From an optimization exercise on the open Yosys and OpenROAD flow, aimed at small area; shortcuts taken in it are not production practice. Function was checked by simulation only, so behaviour that the tests miss may differ from the original. Power is estimated from default activity; no workload was simulated.

**flow/flow/run.sh**
```bash
#!/bin/bash
# ORFS layout through the standard.sh, with three changes:
#  - synthesis is the standard one (same Yosys script, same registers) but
#    ABC maps the logic with an area-oriented script (flow/abc_area.script)
#  - port buffers use the smallest buffer instead of the resizer's pick
#  - the clock tree uses small leaf clock buffers (larger ones at the root
#    and in the tree), bounded sink clusters and no
#    dummy loads
# Each ORFS step logs to orfs/logs/...; make's output goes to synth.log and
# standard.log.
set -euo pipefail
W=$PWD
rm -rf "$W/scripts_area"
cp -r "$FLOW_HOME/scripts" "$W/scripts_area"
cp "$W/flow/abc_area.script" "$W/scripts_area/abc_speed.script"
SCRIPTS_DIR="$W/scripts_area" bash standard.sh synth > synth.log 2>&1
export BUFFER_PORTS_ARGS="-buffer_cell sky130_fd_sc_hd__buf_1"
export CTS_ARGS="-sink_clustering_enable -repair_clock_nets -buf_list sky130_fd_sc_hd__clkbuf_4 -root_buf sky130_fd_sc_hd__clkbuf_16 -tree_buf sky130_fd_sc_hd__clkbuf_8 -sink_clustering_size 9 -sink_clustering_max_diameter 35 -dont_use_dummy_load"
bash standard.sh > standard.log 2>&1
```
**flow/flow/abc_area.script**
```
strash
dc2
&get -n
&st
&dch -f
&nf -a
&put
buffer -c
topo
stime -c
upsize -c
dnsize -c
```
**flow/standard.sh**
```bash
#!/bin/bash
# synth_recipe.tcl (not shown) runs the flow's synth.tcl, then flattens the netlist and writes it again
# the make line also repeats each setting of config.mk as NAME=value (left out here)
make -C /OpenROAD-flow-scripts/flow DESIGN_CONFIG=/design/flow/config.mk WORK_HOME=/design/flow/orfs CLKGATE_MAP_FILE= SYNTH_SCRIPT=/design/flow/synth_recipe.tcl "${@:-finish}"
```
**flow/config.mk**
```make
export PLATFORM = sky130hd
export DESIGN_NAME = mr_ctl_top
export DESIGN_NICKNAME = mr_ctl_top
export VERILOG_FILES = /design/flow/design.v
export SDC_FILE = /design/flow/constraint.sdc
export NUM_CORES = 4
export LEC_CHECK = 0
export CAP_MARGIN = 5
export CORE_MARGIN = 2
export CORE_UTILIZATION = 70
export SLEW_MARGIN = 5
```
**flow/constraint.sdc**
```tcl
create_clock -name core_clock -period 12.0 [get_ports {clk}]
set_input_delay 2.4000 -clock core_clock [delete_from_list [all_inputs] [get_ports {clk}]]
set_output_delay 2.4000 -clock core_clock [all_outputs]
set_load 0.01 [all_outputs]
```
**flow/design.v**
```verilog
package mr_ctl_pkg;
    typedef struct packed {
        logic [3-1:0]      chnl;
        logic [5-1:0] local_tag;
    } mr_tag_fields_t;
    typedef union packed {
        logic [8-1:0] flat;
        mr_tag_fields_t         f;
    } mr_tag_u;
    localparam int CHNL_SQ      = 0;
    localparam int CHNL_RQ      = 1;
    localparam int CHNL_TX_REQ  = 2;
    localparam int CHNL_RX_REQ  = 3;
    localparam int CHNL_RX_RESP = 4;
endpackage
`timescale 1ns/100ps
module mr_ctl_top (
    input  logic                                                 clk,
    input  logic                                                 rst,
    input  logic                                                 cfg_wr_en,
    input  logic [4-1:0]                               cfg_key,
    input  logic                                                 cfg_key_valid,
    input  logic [48-1:0]                            cfg_base,
    input  logic [32-1:0]                          cfg_len,
    input  logic [5-1:0]                              req_valid,
    input  logic [5-1:0][8-1:0]             req_qpn,
    input  logic [5-1:0][4-1:0]             req_key,
    input  logic [5-1:0][32-1:0]        req_offset,
    output logic [5-1:0]                              req_ready,
    output logic [5-1:0]                              rsp_valid,
    output logic [5-1:0][16-1:0]     rsp_head,
    output logic [5-1:0][49-1:0]     rsp_data,
    input  logic [5-1:0]                              rsp_ready
);
    localparam int NCH = 5;
    localparam int CL  = 3;
    localparam int LTL = 5;
    localparam int QL  = 8;
    localparam int KL  = 4;
    localparam int KN  = 1 << KL;
    localparam int OW  = 32;
    localparam int AW  = 48;
    localparam int DW  = 49;
    localparam logic [CL-1:0] ST_IDLE = CL'(NCH);
    logic [KN-1:0]   tbl_valid;
    logic [AW-1:0]   tbl_base [KN];
    logic [OW-1:0]   tbl_len  [KN];
    always_ff @(posedge clk or posedge rst) begin
        if (rst) begin
            tbl_valid <= '0;
        end else if (cfg_wr_en) begin
            tbl_valid[cfg_key] <= cfg_key_valid;
        end
    end
    always_ff @(posedge clk) begin
        if (cfg_wr_en) begin
            tbl_base[cfg_key] <= cfg_base;
            tbl_len[cfg_key]  <= cfg_len;
        end
    end
    logic [CL-1:0]   rr_ptr;       
    logic            iss_v;
    logic [KL-1:0]   iss_key;
    logic [KN-1:0]   iss_koh;      
    logic [OW-1:0]   iss_off;
    logic [QL-1:0]   iss_qpn;
    logic [CL-1:0]   iss_ch;       
    logic            s1_v;
    logic [DW-1:0]   s1_data;
    logic [QL-1:0]   s1_qpn;
    logic [CL-1:0]   s1_ch;
    logic            s2_v;
    logic [DW-1:0]   s2_data;
    logic [QL-1:0]   s2_qpn;
    logic [CL-1:0]   s2_ch;
    logic [CL-1:0]   state;
    logic [DW-1:0]   lat_data;
    logic [QL-1:0]   lat_qpn;
    logic [NCH-1:0][LTL-1:0] rel_cnt;
    logic            idle;
    logic            stall;
    logic            issue_free;
    logic            grant_found;
    logic [CL-1:0]   grant_chnl;
    assign rr_ptr     = (iss_ch == CL'(NCH - 1)) ? '0 : iss_ch + 1'b1;
    assign idle       = (state == ST_IDLE);
    assign stall      = s2_v && !idle;
    assign issue_free = !iss_v || !stall;
    logic [NCH-1:0]  gnt_oh;
    always_comb begin
        logic [2*NCH-1:0] rq2;
        logic [NCH-1:0]   hit;
        rq2 = {req_valid, req_valid} >> rr_ptr;
        hit = '0;
        for (int i = NCH - 1; i >= 0; i--) begin
            if (rq2[i]) hit = NCH'(1) << i;
        end
        gnt_oh = NCH'(({hit, hit} << rr_ptr) >> NCH);
        grant_found = |req_valid && issue_free;
        grant_chnl  = '0;
        for (int c = 0; c < NCH; c++) begin
            if (gnt_oh[c]) grant_chnl = grant_chnl | CL'(c);
        end
    end
    assign req_ready = issue_free ? gnt_oh : '0;
    logic [KL-1:0]   sel_key;
    logic [OW-1:0]   sel_off;
    logic [QL-1:0]   sel_qpn;
    always_comb begin
        sel_key = '0;
        sel_off = '0;
        sel_qpn = '0;
        for (int c = 0; c < NCH; c++) begin
            sel_key = sel_key | ({KL{gnt_oh[c]}} & req_key[c]);
            sel_off = sel_off | ({OW{gnt_oh[c]}} & req_offset[c]);
            sel_qpn = sel_qpn | ({QL{gnt_oh[c]}} & req_qpn[c]);
        end
    end
    logic            ent_valid;
    logic [AW-1:0]   ent_base;
    logic [OW-1:0]   ent_len;
    logic            x_err;
    logic [AW-1:0]   x_addr;
    assign iss_koh = KN'(1) << iss_key;
    always_comb begin
        ent_valid = 1'b0;
        ent_base  = '0;
        ent_len   = '0;
        for (int k = 0; k < KN; k++) begin
            ent_valid = ent_valid | (iss_koh[k] & tbl_valid[k]);
            ent_base  = ent_base  | ({AW{iss_koh[k]}} & tbl_base[k]);
            ent_len   = ent_len   | ({OW{iss_koh[k]}} & tbl_len[k]);
        end
    end
    assign x_err     = !ent_valid || (iss_off >= ent_len);
    localparam int NB = 4;
    function automatic int bs(input int k);
        case (k)
            0:       bs = 0;
            1:       bs = 12;
            2:       bs = 24;
            3:       bs = OW;
            default: bs = AW;
        endcase
    endfunction
    logic [OW:0]     rc;       
    logic [AW-1:0]   rs;       
    logic [AW:0]     ip;       
    logic [NB:0]     bc;       
    assign bc[0] = 1'b0;
    for (genvar k = 0; k < NB; k++) begin : g_blk
        for (genvar i = bs(k); i < bs(k+1); i++) begin : g_bit
            if (i < OW) begin : g_add
                logic cin;
                assign cin   = (i == bs(k)) ? 1'b0 : rc[i];
                assign rs[i] = ent_base[i] ^ iss_off[i] ^ cin;
                assign rc[i+1] = (ent_base[i] & iss_off[i]) | (cin & (ent_base[i] ^ iss_off[i]));
            end else begin : g_pass
                assign rs[i] = ent_base[i];
            end
            logic pin;
            assign pin       = (i == bs(k)) ? 1'b1 : ip[i];
            assign ip[i+1]   = pin & rs[i];
            assign x_addr[i] = rs[i] ^ (bc[k] & pin);
        end
        if (bs(k+1) <= OW) begin : g_co
            assign bc[k+1] = rc[bs(k+1)] | (bc[k] & ip[bs(k+1)]);
        end else begin : g_top
            assign bc[k+1] = 1'b0;
        end
    end
    assign rc[0] = 1'b0;
    assign ip[0] = 1'b0;
    always_ff @(posedge clk or posedge rst) begin
        if (rst) begin
            iss_ch <= CL'(NCH - 1);
            iss_v  <= 1'b0;
            s1_v   <= 1'b0;
            s2_v   <= 1'b0;
            state  <= ST_IDLE;
        end else begin
            if (grant_found) begin
                iss_ch <= grant_chnl;
            end
            if (issue_free) begin
                iss_v <= grant_found;
            end
            if (!stall) begin
                s1_v <= iss_v;
                s2_v <= s1_v;
            end
            if (idle) begin
                if (s2_v) begin
                    state <= s2_ch;
                end
            end else if (rsp_ready[state]) begin
                state <= ST_IDLE;
            end
        end
    end
    always_ff @(posedge clk) begin
        if (issue_free) begin
            iss_key <= sel_key;
            iss_off <= sel_off;
            iss_qpn <= sel_qpn;
        end
        if (!stall) begin
            s1_data <= x_err ? {1'b1, {AW{1'b0}}} : {1'b0, x_addr};
            s1_qpn  <= iss_qpn;
            s1_ch   <= iss_ch;
            s2_data <= s1_data;
            s2_qpn  <= s1_qpn;
            s2_ch   <= s1_ch;
        end
        if (idle) begin
            lat_data <= s2_data;
            lat_qpn  <= s2_qpn;
        end
    end
    always_ff @(posedge clk or posedge rst) begin
        if (rst) begin
            rel_cnt <= '0;
        end else begin
            for (int c = 0; c < NCH; c++) begin
                if (rsp_valid[c] && rsp_ready[c]) begin
                    rel_cnt[c] <= rel_cnt[c] + 1'b1;
                end
            end
        end
    end
    for (genvar c = 0; c < NCH; c++) begin : g_chnl
        assign rsp_valid[c] = (state == CL'(c));
        assign rsp_head[c]  = {lat_qpn, {(8 - LTL){1'b0}}, rel_cnt[c]};
        assign rsp_data[c]  = lat_data;
    end
endmodule
```
==> notes.md <==
-- cell families (layout without fill, tap and decap cells) --
kind of cell / after synthesis / count (layout) / synth area share
simple gates: 595 / 595 / 0.04921
compound gates: 652 / 652 / 0.09481
flops: 1551 / 1551 / 0.7813
mux: 20 / 20 / 0.003566
buf+inv: 462 / 962 / 0.04491
other cells: 1 / 34 / 0.00006325
xor+xnor: 39 / 39 / 0.005761
fa+ha+maj: 79 / 79 / 0.02034
-- layout by cell type (no fill, tap or decap), types with 16 or more instances in the layout --
cell and instances:
dfrtp_1 47, and3_1 21, nand2_1 231, edfxtp_1 1501, nand3_1 61, ha_1 50
a222oi_1 344, clkbuf_8 16, nor3_1 29, clkbuf_4 193, inv_1 35, nand4_1 69
o21ai_0 39, buf_1 637, a21oi_1 29, fa_1 29, buf_4 69, a22oi_1 171
xnor2_1 25, diode_2 19, nor2_1 99
-- flip-flops by register name, summed over array words and instances (netlist names), 4 cells and up --
name	cells
iss_off	32
lat_data	49
s2_qpn	8
iss_key	4
tbl_len	512
s2_data	49
s1_data	49
tbl_base	768
rel_cnt	25
iss_qpn	8
tbl_valid	16
lat_qpn	8
s1_qpn	8
-- cell type report --
cell class,count,share of cell area
sequential,1551,0.7307
antenna,19,0.0007500
tap,1134,0.02238
multi-input combinational,1400,0.1687
timing repair buffer,714,0.04841
clock buffer,210,0.02672
inverter,38,0.002250
-- path summary, 6_finish.rpt --
check,slack [ns],to,depth (start not counted),startpoint
worst max-delay path,1.41,s1_data[47]$_SDFFCE_PP0N_,31,iss_key[2]$_DFFE_PN_
min in group asynchronous,1.99,rel_cnt[20]$_DFFE_PP0P_,2,rst
worst min-delay path,0.40,s2_data[26]$_DFFE_PN_,0,s1_data[26]$_SDFFCE_PP0N_
max in group asynchronous,9.28,tbl_valid[9]$_DFFE_PP0P_,2,rst
worst min register to register,0.40,s2_data[26]$_DFFE_PN_,0,s1_data[26]$_SDFFCE_PP0N_
worst max register to register,1.41,s1_data[47]$_SDFFCE_PP0N_,31,iss_key[2]$_DFFE_PN_
-- power groups by stage --
stage	Sequential, mW	Combinational (mW)	Clock (mW)
6_report	7.32	7.28	2.47
3_5_place_dp	7.40	7.00	0
2_1_floorplan	7.20	4.25	0
3_3_place_gp	7.38	6.83	0
5_1_grt	7.36	7.64	2.69
4_1_cts	7.29	7.03	2.49
-- metrics by stage --
step,area (um2),utilization
3_3_place_gp,61660,0.7356
5_1_grt,63380,0.7562
2_1_floorplan,59350,-
3_5_place_dp,61660,0.7356
6_report,63400,0.7564
4_1_cts,63350,0.7558
-- cells in the mapped netlist, types with 3 or more instances --
library cell | count | share of area
edfxtp_1 | 1501 | 0.76
a222oi_1 | 344 | 0.058
buf_4 | 246 | 0.031
nand2_1 | 232 | 0.015
a22oi_1 | 171 | 0.022
clkbuf_1 | 138 | 0.0087
nor2_1 | 111 | 0.0070
nand4_1 | 69 | 0.0073
nand3_1 | 61 | 0.0051
ha_1 | 50 | 0.011
dfrtp_1 | 47 | 0.020
o21ai_0 | 39 | 0.0033
inv_1 | 38 | 0.0024
buf_1 | 36 | 0.0023
nor3_1 | 33 | 0.0028
a21oi_1 | 31 | 0.0026
fa_1 | 29 | 0.0098
xnor2_1 | 25 | 0.0037
and3_1 | 21 | 0.0022
and2_1 | 14 | 0.0015
xor2_1 | 14 | 0.0021
a221oi_1 | 13 | 0.0019
mux2i_1 | 11 | 0.0019
a211oi_1 | 10 | 0.0013
a22o_1 | 10 | 0.0015
and4_1 | 10 | 0.0015
mux2_2 | 9 | 0.0017
nand2b_1 | 7 | 0.00074
a21o_1 | 6 | 0.00076
nor4bb_1 | 5 | 0.00084
o21ai_1 | 5 | 0.00042
a21boi_0 | 4 | 0.00051
buf_2 | 4 | 0.00034
nor2b_1 | 4 | 0.00042
nor4b_2 | 4 | 0.0010
a211o_1 | 3 | 0.00044
a31oi_1 | 3 | 0.00032
dfstp_2 | 3 | 0.0013
nor3b_1 | 3 | 0.00038
nor4_1 | 3 | 0.00032
or2_2 | 3 | 0.00032
-- worst max-delay path, delay by kind of cell (launching register included) --
kind | cells | cell delay, ns
AOI/OAI and AO/OA | 3 | 0.71
xor gates and xnor gates | 1 | 0.14
adders and majority gates | 12 | 4.91
buffers and inverters | 2 | 0.18
DFF | 1 | 1.00
and+or+nand+nor | 13 | 3.31
-- per-layer routing --
metal  part of all wire  vias to the layer above
li1                   -                    14745
met1               0.34                    18114
met2               0.45                     3482
met3               0.16                      468
met4              0.043                       22
met5             0.0019                        -
==> metrics.md <==
| Metric | Value |
|---|---|
| GR Util All Layers | 0.4157 |
| GR peak layer | met2 |
| Via/cell ratio | 7.270 |
| Final Worst Setup Slack | 1.409 ns |
| TNS Setup | 0 ns |
| Post-CTS Hold Fix Bufs | 0 |
| Initial Util | 0.7074 |
| Max cap viols | 0 |
| Initial antenna violation count | 27 |
| Vias in the first global route | 35236 |
| # rows | 106 |
| Critical Path RT | 12.41 ns |
| IO Pins | 653 |
| Area Growth Syn to Fin | 6.924% |
| H-Tree Depth | 4 |
| Postcts setup bufs | 0 |
| Most frequent cell on the critical path | fa_1 |
| RSZ-0062 raised after global routing | no |
| Clock Tree Root | clkbuf_16 |
| Final period utilization | 0.8826 |
| # port buffers | 637 |
| Register area | 46330 um2 |
| Total grt overflow | 0 |
| Clock transition at path regs | 0.10 ns |
| Area occupied by multi-input gates | 10700 um2 |
| Critical path peak fanout | 26 |
| Psw | 7.235 mW |
| Place WS | 1.490 ns |
| Die Ht | 295.0 um |
| DRT iter0 DRCs | 7339 |
| Worst-margin pin slew | 1.288 ns |
| Largest net degree at the start of global routing | 81 |
| Die area | 87050 um2 |
| Core Footprint | 83820 um2 |
| #FFs+latches synth | 1551 |
| Via Count | 36831 |
| Routed len/inst | 35.84 um |
| Drt first pass iters | 10 |
| Die X-Extent | 295.0 um |
| Total Nets Final | 4312 |
| Share of layout cells above drive strength 1 | 0.09098 |
| Sequential area share after synthesis | 0.7813 |
| Synth cell types | 63 |
| GRT met2 Usage | 0.6127 |
| Post-synth EDFFs | 1501 |
| Met3 global-route usage | 0.1457 |
| Synth Warn # | 1 |
| Hold crit path type | flop to flop |
| Total power draw | 17.07 mW |
| Syn Inst Count | 3399 |
| Tmin final | 10.59 ns |
| Hold Fails Final Rpt | 0 |
| Final slew viol count | 0 |
| Inserted Clock Buffers | 210 |
| First-pass GRT wire length | 249600 um |
| Post-cts gate resize count | 0 |
| Slowest stage cell, crit path | edfxtp_1 |
| Drt drc | 0 |
| Max rail drop VDD | 403.9 uV |
| Post-DP HPWL | 108300 um |
| Maximum clock path buffer count | 3 |
| Outcome | no timing/DRC/antenna violations |
| Int Pwr | 9.838 mW |
| Clock sinks | 1551 |
| Cells after DPL | 4837 |
| Clock skew | 0.07474 ns |
| Final setup viols | 0 |
| Flop pwr share | 0.429 |
| GR Layer Usage met1 | 0.5656 |
| Remaining antenna violation count | 0 |
| Non-Filler Instances | 5066 |
| Post-Syn Area | 59290 um2 |
| Max incr delay on CP | 1.00 ns |
| Dominant synthesized flop cell | edfxtp_1 |
| Worst path arrival time | 11.00 ns |
| Fmax | 0.09442 GHz |
| Classification of the worst setup path | flop to flop |
| DRT Wirelength | 181600 um |
| Power per Cell Area | 269.3 nW/um2 |
| Combinational fraction of design power | 0.426 |
| Worst Hold Slack | 0.3952 ns |
| Worst-Skew Late Latency | 0.74 ns |
| CTS tree | done |
| Crit end category | flop |
| Placer congestion estimate | 0.9421 |
| Clk pwr share | 0.145 |
| Synth Area per Inst | 17.44 um2 |
| Critical path launch point type | flop |
| Synth async-reset ratio | 0.03224 |
| Sw Share | 0.4238 |
| # fillers | 4940 |
| Leak pwr | 20.32 nW |
| Slew headroom | 0.1390 |

[re-timing with driven ports]
No port has a modelled driver above. Below, the same layout with a new extraction and two added sets of constraints.
Step 1 (the two cells are an assumption about what drives the block):
set clk [get_ports {clk}]
set_driving_cell -lib_cell sky130_fd_sc_hd__clkbuf_16 $clk
set_driving_cell -lib_cell sky130_fd_sc_hd__buf_2 [delete_from_list [all_inputs] $clk]
Step 2 moves the port delays by t, midway between the first and last clock arrival at a register: inputs arrive t later, outputs are due t later. That takes back most of the time a late clock gives input paths.
a / b / c = no drivers / after step 1 / after step 2; a / b = the first two.
shift t [ns]: 0.763
slack for setup (ns): 1.409 / 1.409 / 1.409
worst setup path after step 2: register to register
slew at the worst register clock pin (ns): 0.10 / 0.10
After both steps setup and hold are still met in this run. The setup slack of this run moves by 0.000 ns with the drivers and by 0.000 ns with both steps.
